From an optimization exercise on the open Yosys and OpenROAD flow, aimed at small area and a short achievable clock period; shortcuts taken in it are not production practice.
Function was checked by simulation only, so behaviour that the tests miss may differ from the original.
Power and IR drop assume default switching activity.

main:
## data_mem_responder
module data_mem_responder (
    input  logic        clk,
    input  logic        reset,
    input  logic        req_valid,
    output logic        req_ready,
    input  logic        req_write,
    input  logic [1:0]  req_size,
    input  logic        req_signed,
    input  logic [7:0]  req_addr,
    input  logic [31:0] req_wdata,
    output logic        rsp_valid,
    input  logic        rsp_ready,
    output logic [31:0] rsp_rdata,
    output logic        rsp_err
);
Size: roughly 4200 cells after synthesis, about 83 I/O pins.
==> flow/config.mk <==
export PLATFORM = sky130hd
export DESIGN_NAME = data_mem_responder
export DESIGN_NICKNAME = data_mem_responder
export VERILOG_FILES = /design/flow/design.v
export SDC_FILE = /design/flow/constraint.sdc
export NUM_CORES = 4
export LEC_CHECK = 0
export CAP_MARGIN = 20
export CORE_MARGIN = 2
export CORE_UTILIZATION = 55
export CTS_CLUSTER_DIAMETER = 80
export CTS_CLUSTER_SIZE = 30
export SETUP_SLACK_MARGIN = 3.5
export SLEW_MARGIN = 20
export SYNTH_HIERARCHICAL = 1
==> flow/constraint.sdc <==
create_clock -name core_clock -period 5.5 [get_ports {clk}]
set_input_delay 1.1000 -clock core_clock [delete_from_list [all_inputs] [get_ports {clk}]]
set_output_delay 1.1000 -clock core_clock [all_outputs]
set_load 0.01 [all_outputs]
standard.sh (not shown) runs the stock make flow with config.mk's settings and CLKGATE_MAP_FILE= SYNTH_SCRIPT=/design/flow/synth_recipe.tcl, a recipe that flattens the netlist after the stock synthesis.
==> flow/flow/run.sh <==
#!/bin/bash
# Own layout flow: the standard flow (standard.sh, which runs the standard
# synthesis unchanged) with these changes:
#  - pre_floorplan.tcl, run right after the synthesized netlist is loaded, sets
#    the single-gate modules' cells (memory write ports, load taps) back to drive
#    strength 1; Yosys/ABC upsizes each such module as if it were critical.
#    Timing repair later upsizes any that need it.
#  - the buffers ABC inserted are removed at floorplan (REMOVE_ABC_BUFFERS);
#    repair_design buffers high-fanout nets again as placement requires.
#  - port buffers are plain buffers (buf_2) instead of the delay cell that
#    buffer_ports otherwise picks.
#  - io.tcl puts all pins on the top edge (IO_CONSTRAINTS).
# The make output goes to orfs_make.log here; each ORFS step logs under orfs/logs.
set -euo pipefail
here=$(pwd)
bash standard.sh finish \
  PRE_FLOORPLAN_TCL="$here/flow/pre_floorplan.tcl" \
  REMOVE_ABC_BUFFERS=1 \
  IO_CONSTRAINTS="$here/flow/io.tcl" \
  "BUFFER_PORTS_ARGS=-buffer_cell sky130_fd_sc_hd__buf_2" \
  > "$here/orfs_make.log" 2>&1
==> flow/flow/io.tcl <==
# Pin constraints (sourced by ORFS floorplan.tcl through IO_CONSTRAINTS): all
# ports on the top edge, so the request latch, the response registers and the
# control sit together near their pins instead of in the middle of the die.
set_io_pin_constraint -pin_names [concat [get_ports req_*] [get_ports rsp_*] [get_ports reset] [get_ports clk]] -region top:*
==> flow/flow/pre_floorplan.tcl <==
# Runs inside ORFS floorplan.tcl right after the synthesized netlist is loaded.
# Yosys/ABC maps each single-gate module on its own and upsizes it as if it were
# critical; put those gates (the memory write ports and load taps) back to drive
# strength 1. Timing repair later upsizes any that need it.
set db [ord::get_db]
set block [ord::get_db_block]
set n 0
foreach inst [$block getInsts] {
  set m [[$inst getMaster] getName]
  if { [regexp {^(sky130_fd_sc_hd__(o22ai|a22oi))_[248]$} $m -> base] } {
    set small [$db findMaster ${base}_1]
    if { $small != "NULL" } {
      $inst swapMaster $small
      incr n
    }
  }
}
puts "pre_floorplan: set $n cells to drive strength 1"
Setup changes, main to the feature branch
Settings: CTS_CLUSTER_DIAMETER changed from 80 to 60; SETUP_SLACK_MARGIN changed from 3.5 to 3.4; CTS_CLUSTER_SIZE changed from 30 to 20.
[summary]
The final reports for the feature branch and main show cell area higher in the former.
Diff main -> the feature branch: maximum frequency from static timing analysis down 1.6%, wire length of the first global-routing pass neither gained nor lost much, worst hold slack -0.0030 ns, worst path setup slack after routing moved down, clock edge transition at the registers on the reported setup and hold paths shows a reduction of 0.03 ns.

---

== run 1 ==
Another version of the RTL of data_mem_responder (not shown whole).
For scale: roughly 4200 cells after synthesis, ~83 I/O pins.
export LEC_CHECK = 0
export CAP_MARGIN = 20
export CORE_MARGIN = 2
export CORE_UTILIZATION = 55
export CTS_CLUSTER_DIAMETER = 90
export CTS_CLUSTER_SIZE = 25
export SETUP_SLACK_MARGIN = 3.4
export SLEW_MARGIN = 20
export SYNTH_HIERARCHICAL = 1
create_clock -name core_clock -period 5.5 [get_ports {clk}]
Scripts as last shown in full above: flow/flow/run.sh, flow/flow/io.tcl, flow/flow/pre_floorplan.tcl
### run 1 -> run 2
Settings: changing CORE_UTILIZATION from 55 to 62.
==> run notes <==
- Run 2 against run 1: first-pass GRT wire length barely changed, summed area of non-filler cells in the final layout dropped about 0.54%.
- Run 1 → run 2: number of tap cells added at floorplan lower; switching fraction of total power now sits at about the same level; count of sequential standard cells now sits at about the same level.
- The count of nets after finishing in run 2 sits 0.50% below the value recorded for run 1.
- Changes observed in run 2 relative to run 1: clock network fraction of design power rose by 0.3 points, total power flat, die outline width went down by about 6%.
- On routed wire length, the higher figure sits with run 1, not run 2.
[inputs] run 3 vs run 2
Settings: CORE_UTILIZATION changed from 62 to 55; SETUP_SLACK_MARGIN changed from 3.4 to 3.2.
[summary]
- The total routing resource utilization after global routing of run 3 falls short of that of run 2 by 4.1 points.
- Net switching fraction of the power of run 2 is on par with run 3.
- Run 3 against run 2: well tap count has increased; area after detailed placement has increased; share of power burned in the clock network has decreased.

---

data_mem_responder with an RTL version that a note above also has.
Size: roughly 4,200 cells after synthesis, roughly 83 I/O pins.
export LEC_CHECK = 0
export CAP_MARGIN = 20
export CORE_MARGIN = 2
export CORE_UTILIZATION = 55
export CTS_CLUSTER_DIAMETER = 80
export CTS_CLUSTER_SIZE = 30
export SETUP_SLACK_MARGIN = 3.4
export SLEW_MARGIN = 20
export SYNTH_HIERARCHICAL = 1
create_clock -name core_clock -period 5.5 [get_ports {clk}]
Scripts as last shown in full above: flow/flow/run.sh, flow/flow/io.tcl, flow/flow/pre_floorplan.tcl
The first run completed with no timing, DRC or antenna violations.
Change:
--- a/flow/flow/run.sh
+++ b/flow/flow/run.sh
@@ -10,5 +10,4 @@
 #  - port buffers are plain buffers (buf_2) instead of the delay cell that
 #    buffer_ports otherwise picks.
-#  - io.tcl puts all pins on the top edge (IO_CONSTRAINTS).
 # The make output goes to orfs_make.log here; each ORFS step logs under orfs/logs.
 set -euo pipefail
@@ -17,5 +16,4 @@
   PRE_FLOORPLAN_TCL="$here/flow/pre_floorplan.tcl" \
   REMOVE_ABC_BUFFERS=1 \
-  IO_CONSTRAINTS="$here/flow/io.tcl" \
   "BUFFER_PORTS_ARGS=-buffer_cell sky130_fd_sc_hd__buf_2" \
   > "$here/orfs_make.log" 2>&1
CTS_CLUSTER_DIAMETER = 90   (was 80)
CTS_CLUSTER_SIZE = 25   (was 30)
removed: flow/flow/io.tcl
Effect: Sequential power hardly moves. Via count rose by 1.4%. Routed wire length grows by 3.5%. Clock-buffer cell count climbs by 19. Critical path depth decreases by 8. Global-route usage climbs by 1.1 points. Sequential cell count does not change. Worst setup slack gets worse by 0.13 ns.
Change:
--- a/flow/flow/run.sh
+++ b/flow/flow/run.sh
@@ -10,4 +10,5 @@
 #  - port buffers are plain buffers (buf_2) instead of the delay cell that
 #    buffer_ports otherwise picks.
+#  - io.tcl puts all pins on the top edge (IO_CONSTRAINTS).
 # The make output goes to orfs_make.log here; each ORFS step logs under orfs/logs.
 set -euo pipefail
@@ -16,4 +17,5 @@
   PRE_FLOORPLAN_TCL="$here/flow/pre_floorplan.tcl" \
   REMOVE_ABC_BUFFERS=1 \
+  IO_CONSTRAINTS="$here/flow/io.tcl" \
   "BUFFER_PORTS_ARGS=-buffer_cell sky130_fd_sc_hd__buf_2" \
   > "$here/orfs_make.log" 2>&1
==> flow/flow/io.tcl (new file) <==
# Pin constraints (sourced by ORFS floorplan.tcl through IO_CONSTRAINTS): all
# ports on the top edge, so the request latch, the response registers and the
# control sit together near their pins instead of in the middle of the die.
set_io_pin_constraint -pin_names [concat [get_ports req_*] [get_ports rsp_*] [get_ports reset] [get_ports clk]] -region top:*
CORE_UTILIZATION = 58   (was 55)
CTS_CLUSTER_DIAMETER = 80   (was 90)
CTS_CLUSTER_SIZE = 30   (was 25)
Effect: The changed run went through all stages and came out clean. Synthesized cell count stays the same. Global-route usage grows by 0.72 points. Worst setup slack is better by 0.11 ns. Die area came out lower by 5.1%. Hold slack barely changes.

---

Starting RTL as in the previous note.
Settings: LEC_CHECK=0, CAP_MARGIN=20, CORE_MARGIN=2, CORE_UTILIZATION=55, CTS_CLUSTER_DIAMETER=80, CTS_CLUSTER_SIZE=28, SETUP_SLACK_MARGIN=3.4, SLEW_MARGIN=20, SYNTH_HIERARCHICAL=1; clock period 5.5 ns.
==> flow/flow/run.sh <==
#!/bin/bash
# Own layout flow: the standard flow (standard.sh, which runs the standard
# synthesis unchanged) with these changes:
#  - pre_floorplan.tcl, run right after the synthesized netlist is loaded, sets
#    the single-gate modules' cells (memory write ports, load taps) back to drive
#    strength 1; Yosys/ABC upsizes each such module as if it were critical.
#    Timing repair later upsizes any that need it.
#  - the buffers ABC inserted are removed at floorplan (REMOVE_ABC_BUFFERS);
#    repair_design buffers high-fanout nets again as placement requires.
#  - port buffers are plain buffers (buf_2) instead of the delay cell that
#    buffer_ports otherwise picks.
#  - io.tcl puts all pins on the top edge (IO_CONSTRAINTS).
# The make output goes to orfs_make.log here; each ORFS step logs under orfs/logs.
set -euo pipefail
here=$(pwd)
bash standard.sh finish \
  PRE_FLOORPLAN_TCL="$here/flow/pre_floorplan.tcl" \
  REMOVE_ABC_BUFFERS=1 \
  IO_CONSTRAINTS="$here/flow/io.tcl" \
  "BUFFER_PORTS_ARGS=-buffer_cell sky130_fd_sc_hd__buf_2" \
  > "$here/orfs_make.log" 2>&1
==> flow/flow/io.tcl <==
# Pin constraints (sourced by ORFS floorplan.tcl through IO_CONSTRAINTS): all
# ports on the top edge, so the request latch, the response registers and the
# control sit together near their pins instead of in the middle of the die.
set_io_pin_constraint -pin_names [concat [get_ports req_*] [get_ports rsp_*] [get_ports reset] [get_ports clk]] -region top:*
Scripts as last shown in full above: flow/flow/pre_floorplan.tcl
The starting point went through all stages and came out clean.
Edit:
Settings changed: CTS_BUF_LIST set to sky130_fd_sc_hd__clkbuf_8 sky130_fd_sc_hd__clkbuf_16, CTS_CLUSTER_DIAMETER 80 to 90, CTS_CLUSTER_SIZE 28 to 25.
Setup slack is worse by 21 ps.
Cell count increases slightly.
Total power increases slightly.
Routed wire length hardly moves.
Core utilization increases by 0.43 points.
Fmax decreases slightly.
Clock-buffer cell count increases by 5.
Final area increases slightly.
Edit:
--- a/flow/flow/run.sh
+++ b/flow/flow/run.sh
@@ -12 +11,0 @@
-#  - io.tcl puts all pins on the top edge (IO_CONSTRAINTS).
@@ -19 +17,0 @@
-  IO_CONSTRAINTS="$here/flow/io.tcl" \
Settings changed: CTS_BUF_LIST sky130_fd_sc_hd__clkbuf_8 sky130_fd_sc_hd__clkbuf_16 to not set, SETUP_SLACK_MARGIN 3.4 to 3.2.
removed: flow/flow/io.tcl
What happened:
- The changed run finished with timing, DRC and antenna clean
- power drops slightly
- critical path depth does not change
- global-route usage went up by 0.64 points
Edit:
==> flow/run.sh (new file) <==
#!/bin/bash
# synth_recipe.tcl (not shown) runs the flow's synth.tcl, then flattens the netlist and writes it again
# the make line also repeats each setting of config.mk as NAME=value (left out here)
make -C /OpenROAD-flow-scripts/flow DESIGN_CONFIG=/design/flow/config.mk WORK_HOME=/design/flow/orfs CLKGATE_MAP_FILE= SYNTH_SCRIPT=/design/flow/synth_recipe.tcl finish
removed: flow/flow/run.sh
removed: flow/flow/pre_floorplan.tcl
removed: flow/standard.sh
After rerunning: The new run passed the timing, DRC and antenna checks. Combinational power grows by 16%. First-iteration DRC count came out lower by 10%. Worst hold slack got worse by 3.1 ps.

---

quartz:
Another version of the RTL of data_mem_responder (not shown whole).
clock: 5.5 ns
lec_check: 0
cap_margin: 20
core_margin: 2
core_utilization: 55
cts_cluster_diameter: 100
cts_cluster_size: 30
setup_slack_margin: 2.8
slew_margin: 20
synth_hierarchical: 1
==> flow/flow/run.sh <==
#!/bin/bash
# Own layout flow: the standard flow (standard.sh, which runs the standard
# synthesis unchanged) with two changes:
#  - pre_floorplan.tcl, run right after the synthesized netlist is loaded, sets
#    the single-gate modules' cells (memory write ports, load taps) back to drive
#    strength 1; Yosys/ABC upsizes each such module as if it were critical.
#    Timing repair later upsizes any that need it.
#  - port buffers are plain buffers (buf_2) instead of the delay cell that
#    buffer_ports otherwise picks.
# The make output goes to orfs_make.log here; each ORFS step logs under orfs/logs.
set -euo pipefail
here=$(pwd)
bash standard.sh finish \
  PRE_FLOORPLAN_TCL="$here/flow/pre_floorplan.tcl" \
  "BUFFER_PORTS_ARGS=-buffer_cell sky130_fd_sc_hd__buf_2" \
  > "$here/orfs_make.log" 2>&1
==> flow/flow/pre_floorplan.tcl <==
# Runs inside ORFS floorplan.tcl right after the synthesized netlist is loaded.
# Yosys/ABC maps each single-gate module on its own and upsizes it as if it were
# critical; put those gates (the memory write ports and load taps) back to drive
# strength 1. Timing repair later upsizes any that need it.
set db [ord::get_db]
set block [ord::get_db_block]
set n 0
foreach inst [$block getInsts] {
  set m [[$inst getMaster] getName]
  if { [regexp {^(sky130_fd_sc_hd__(o22ai|a22oi))_[248]$} $m -> base] } {
    set small [$db findMaster ${base}_1]
    if { $small != "NULL" } {
      $inst swapMaster $small
      incr n
    }
  }
}
puts "pre_floorplan: set $n cells to drive strength 1"
No stage failed in quartz, and the final checks on the layout all came back clean.
Setup changes, quartz to indigo
==> flow/run.sh (new file) <==
#!/bin/bash
# synth_recipe.tcl (not shown) runs the flow's synth.tcl, then flattens the netlist and writes it again
# the make line also repeats each setting of config.mk as NAME=value (left out here)
make -C /OpenROAD-flow-scripts/flow DESIGN_CONFIG=/design/flow/config.mk WORK_HOME=/design/flow/orfs CLKGATE_MAP_FILE= SYNTH_SCRIPT=/design/flow/synth_recipe.tcl finish
removed: flow/flow/run.sh
removed: flow/flow/pre_floorplan.tcl
removed: flow/standard.sh
### Flow results
| portion of the clock cycle consumed by the worst path in the final layout | higher: quartz |
Against quartz as the reference, indigo delivers a higher net switching fraction of the power.
Power share of the combinational group for indigo is higher than for quartz.
In the tables for indigo and quartz, final critical-path required period reads lower with indigo.

---

lane 3:
data_mem_responder with an RTL version that a note above also has.
Size in the first run: roughly 4200 cells after synthesis, roughly 83 I/O pins.
==> flow/design.v (excerpt) <==
module data_mem_responder (
    input  logic        clk,
    input  logic        reset,
    input  logic        req_valid,
    output logic        req_ready,
    input  logic        req_write,
    input  logic [1:0]  req_size,
    input  logic        req_signed,
    input  logic [7:0]  req_addr,
    input  logic [31:0] req_wdata,
    output logic        rsp_valid,
    input  logic        rsp_ready,
    output logic [31:0] rsp_rdata,
    output logic        rsp_err
);
    logic        lat_write;
    logic [1:0]  lat_size;
    logic        lat_signed;
    logic [7:0]  lat_addr;
    logic [31:0] lat_wdata;
    logic        cap_first;      
    logic        cap_inv;        
    logic        ph1, ph2, ph3;
    logic        idle;
    logic        rvld;
    logic [2:0]  t;
    logic        pend;
    logic [31:0] sdata;
    logic [3:0]  smask;
    logic [3:0]  sring;
    logic [1:0]  sslot;
    logic [3:0]  wmask;
    logic        wpol;
    logic        fwd;            
    logic [31:0] q0 [16];
    logic [31:0] q1 [16];
    logic [31:0] q2 [16];
    logic [31:0] q3 [16];
    logic        misaligned;
    logic        cap;
    logic        wr_now;
    logic        commit;
    logic [31:0] lane_data;
    logic [3:0]  lane_mask;
    logic [31:0] load_ext;
    always_comb begin
        unique case (lat_size)
            data_mem_responder_pkg::SZ_BYTE: misaligned = 1'b0;
            data_mem_responder_pkg::SZ_HALF: misaligned = lat_addr[0];
            data_mem_responder_pkg::SZ_WORD: misaligned = (lat_addr[1:0] != 2'b00);
            default: misaligned = 1'b1;
        endcase
    end
    logic [2:0]  u0;
    logic [2:0]  uc;
    logic [31:0] oh;
    logic [31:0] oh_d;
    logic [31:0] tap_n;
    assign u0 = 3'(req_addr[3:2]) + t + 3'd1;
    assign uc = u0 + 3'(u0[0]);
    always_comb begin
        for (int i = 0; i < 32; i++) oh_d[i] = ({req_addr[7:4], uc[1]} == 5'(i));
    end
    logic [31:0] tp [32];
    always_comb begin
        for (int r = 0; r < 16; r++) begin
            tp[2*r]   = q0[r];
            tp[2*r+1] = q2[r];
        end
    end
    for (genvar j = 0; j < 32; j++) begin : g_rd
  ...
Settings: LEC_CHECK=0, CAP_MARGIN=20, CORE_MARGIN=2, CORE_UTILIZATION=55, CTS_CLUSTER_DIAMETER=90, CTS_CLUSTER_SIZE=25, PLACE_DENSITY=0.7, SETUP_SLACK_MARGIN=3.4, SLEW_MARGIN=20, SYNTH_HIERARCHICAL=1; clock period 5.5 ns.
==> flow/flow/run.sh <==
#!/bin/bash
# Own layout flow: the standard flow (standard.sh, which runs the standard
# synthesis unchanged) with these changes:
#  - pre_floorplan.tcl, run right after the synthesized netlist is loaded, sets
#    the single-gate modules' cells (memory write ports, load taps) back to drive
#    strength 1; Yosys/ABC upsizes each such module as if it were critical.
#    Timing repair later upsizes any that need it.
#  - the buffers ABC inserted are removed at floorplan (REMOVE_ABC_BUFFERS);
#    repair_design buffers high-fanout nets again as placement requires.
#  - port buffers are plain buffers (buf_2) instead of the delay cell that
#    buffer_ports otherwise picks.
#  - io.tcl puts all pins on the top edge (IO_CONSTRAINTS).
# The make output goes to orfs_make.log here; each ORFS step logs under orfs/logs.
set -euo pipefail
here=$(pwd)
bash standard.sh finish \
  PRE_FLOORPLAN_TCL="$here/flow/pre_floorplan.tcl" \
  REMOVE_ABC_BUFFERS=1 \
  IO_CONSTRAINTS="$here/flow/io.tcl" \
  "BUFFER_PORTS_ARGS=-buffer_cell sky130_fd_sc_hd__buf_2" \
  > "$here/orfs_make.log" 2>&1
==> flow/flow/io.tcl <==
# Pin constraints (sourced by ORFS floorplan.tcl through IO_CONSTRAINTS): all
# ports on the top edge, so the request latch, the response registers and the
# control sit together near their pins instead of in the middle of the die.
set_io_pin_constraint -pin_names [concat [get_ports req_*] [get_ports rsp_*] [get_ports reset] [get_ports clk]] -region top:*
==> flow/flow/pre_floorplan.tcl <==
# Runs inside ORFS floorplan.tcl right after the synthesized netlist is loaded.
# Yosys/ABC maps each single-gate module on its own and upsizes it as if it were
# critical; put those gates (the memory write ports and load taps) back to drive
# strength 1. Timing repair later upsizes any that need it.
set db [ord::get_db]
set block [ord::get_db_block]
set n 0
foreach inst [$block getInsts] {
  set m [[$inst getMaster] getName]
  if { [regexp {^(sky130_fd_sc_hd__(o22ai|a22oi))_[248]$} $m -> base] } {
    set small [$db findMaster ${base}_1]
    if { $small != "NULL" } {
      $inst swapMaster $small
      incr n
    }
  }
}
puts "pre_floorplan: set $n cells to drive strength 1"
Modified inputs, lane 5 compared to lane 3
Settings: clearing PLACE_DENSITY, which used to be 0.7.
## What came out
- The critical path start-end classification comes out flip-flop to output pin in one run and primary input to flip-flop in the other, namely in lane 5 and lane 3 respectively.
- Slew at the pin closest to its max-slew limit in lane 5 is 0.0032 ns lower than in lane 3
- Lane 5 ended with more share of cells above drive strength 1 than lane 3.
- Higher count of clock-net buffers in the final layout goes to lane 5 over lane 3.

port drivers added, routing unchanged:
The flow's constraints put no driver on any port. The routed layouts listed below were extracted and timed again, unchanged, in two steps.
Step 1 (the two cells are an assumption about what drives the block):
set clk [get_ports {clk}]
set_driving_cell -lib_cell sky130_fd_sc_hd__clkbuf_16 $clk
set_driving_cell -lib_cell sky130_fd_sc_hd__buf_2 [delete_from_list [all_inputs] $clk]
Step 2, shift: input delay + t, output delay - t, t = (earliest + latest rising clock arrival at the registers) / 2. This alone moves slack from input paths to output paths.
Slacks: ideal / step 1 / step 2; pairs: ideal / step 1.
run	t (ns)	setup slack, ns	hold WS [ns]	worst setup path after step 2	slew at the worst register clock pin (ns)
main	0.782	3.243 / 3.161 / 2.574	0.322 / 0.322 / 0.322	input to register	0.12 / 0.12
the feature branch	0.819	3.207 / 3.128 / 2.532	0.319 / 0.319 / 0.319	input to register	0.09 / 0.09
run 1	0.788	3.203 / 3.158 / 2.556	0.324 / 0.324 / 0.324	input to register	0.10 / 0.10
run 2	0.784	3.148 / 3.148 / 2.571	0.318 / 0.318 / 0.318	input to register	0.10 / 0.10
run 3	0.782	3.195 / 3.164 / 2.555	0.326 / 0.326 / 0.326	input to register	0.10 / 0.10
the first run of note 3	0.759	3.250 / 3.181 / 2.573	0.321 / 0.321 / 0.321	input to register	0.12 / 0.12
the second run of note 3	0.788	3.124 / 3.050 / 2.502	0.319 / 0.319 / 0.319	input to register	0.11 / 0.11
the third run of note 3	0.777	3.236 / 3.160 / 2.561	0.320 / 0.320 / 0.320	input to register	0.12 / 0.12
the first run of note 4	0.774	3.228 / 3.154 / 2.544	0.323 / 0.323 / 0.323	input to register	0.11 / 0.11
the second run of note 4	0.791	3.206 / 3.133 / 2.534	0.320 / 0.320 / 0.320	input to register	0.10 / 0.10
the third run of note 4	0.787	3.117 / 3.043 / 2.516	0.316 / 0.316 / 0.316	input to register	0.11 / 0.11
the fourth run of note 4	0.791	3.143 / 3.069 / 2.484	0.313 / 0.313 / 0.313	input to register	0.11 / 0.11
quartz	0.776	2.682 / 2.682 / 2.682	0.345 / 0.345 / 0.345	register to register	0.12 / 0.12
indigo	0.782	2.710 / 2.710 / 2.710	0.346 / 0.346 / 0.346	register to register	0.12 / 0.12
lane 3	0.765	3.227 / 3.180 / 2.512	0.307 / 0.307 / 0.307	input to register	0.11 / 0.11
lane 5	0.788	3.209 / 3.135 / 2.533	0.319 / 0.319 / 0.319	input to register	0.10 / 0.10
After both steps every run listed still meets setup and hold. For lane 3, which loses most, drivers alone change the setup slack by -0.047 ns; drivers and shift together by -0.715 ns.
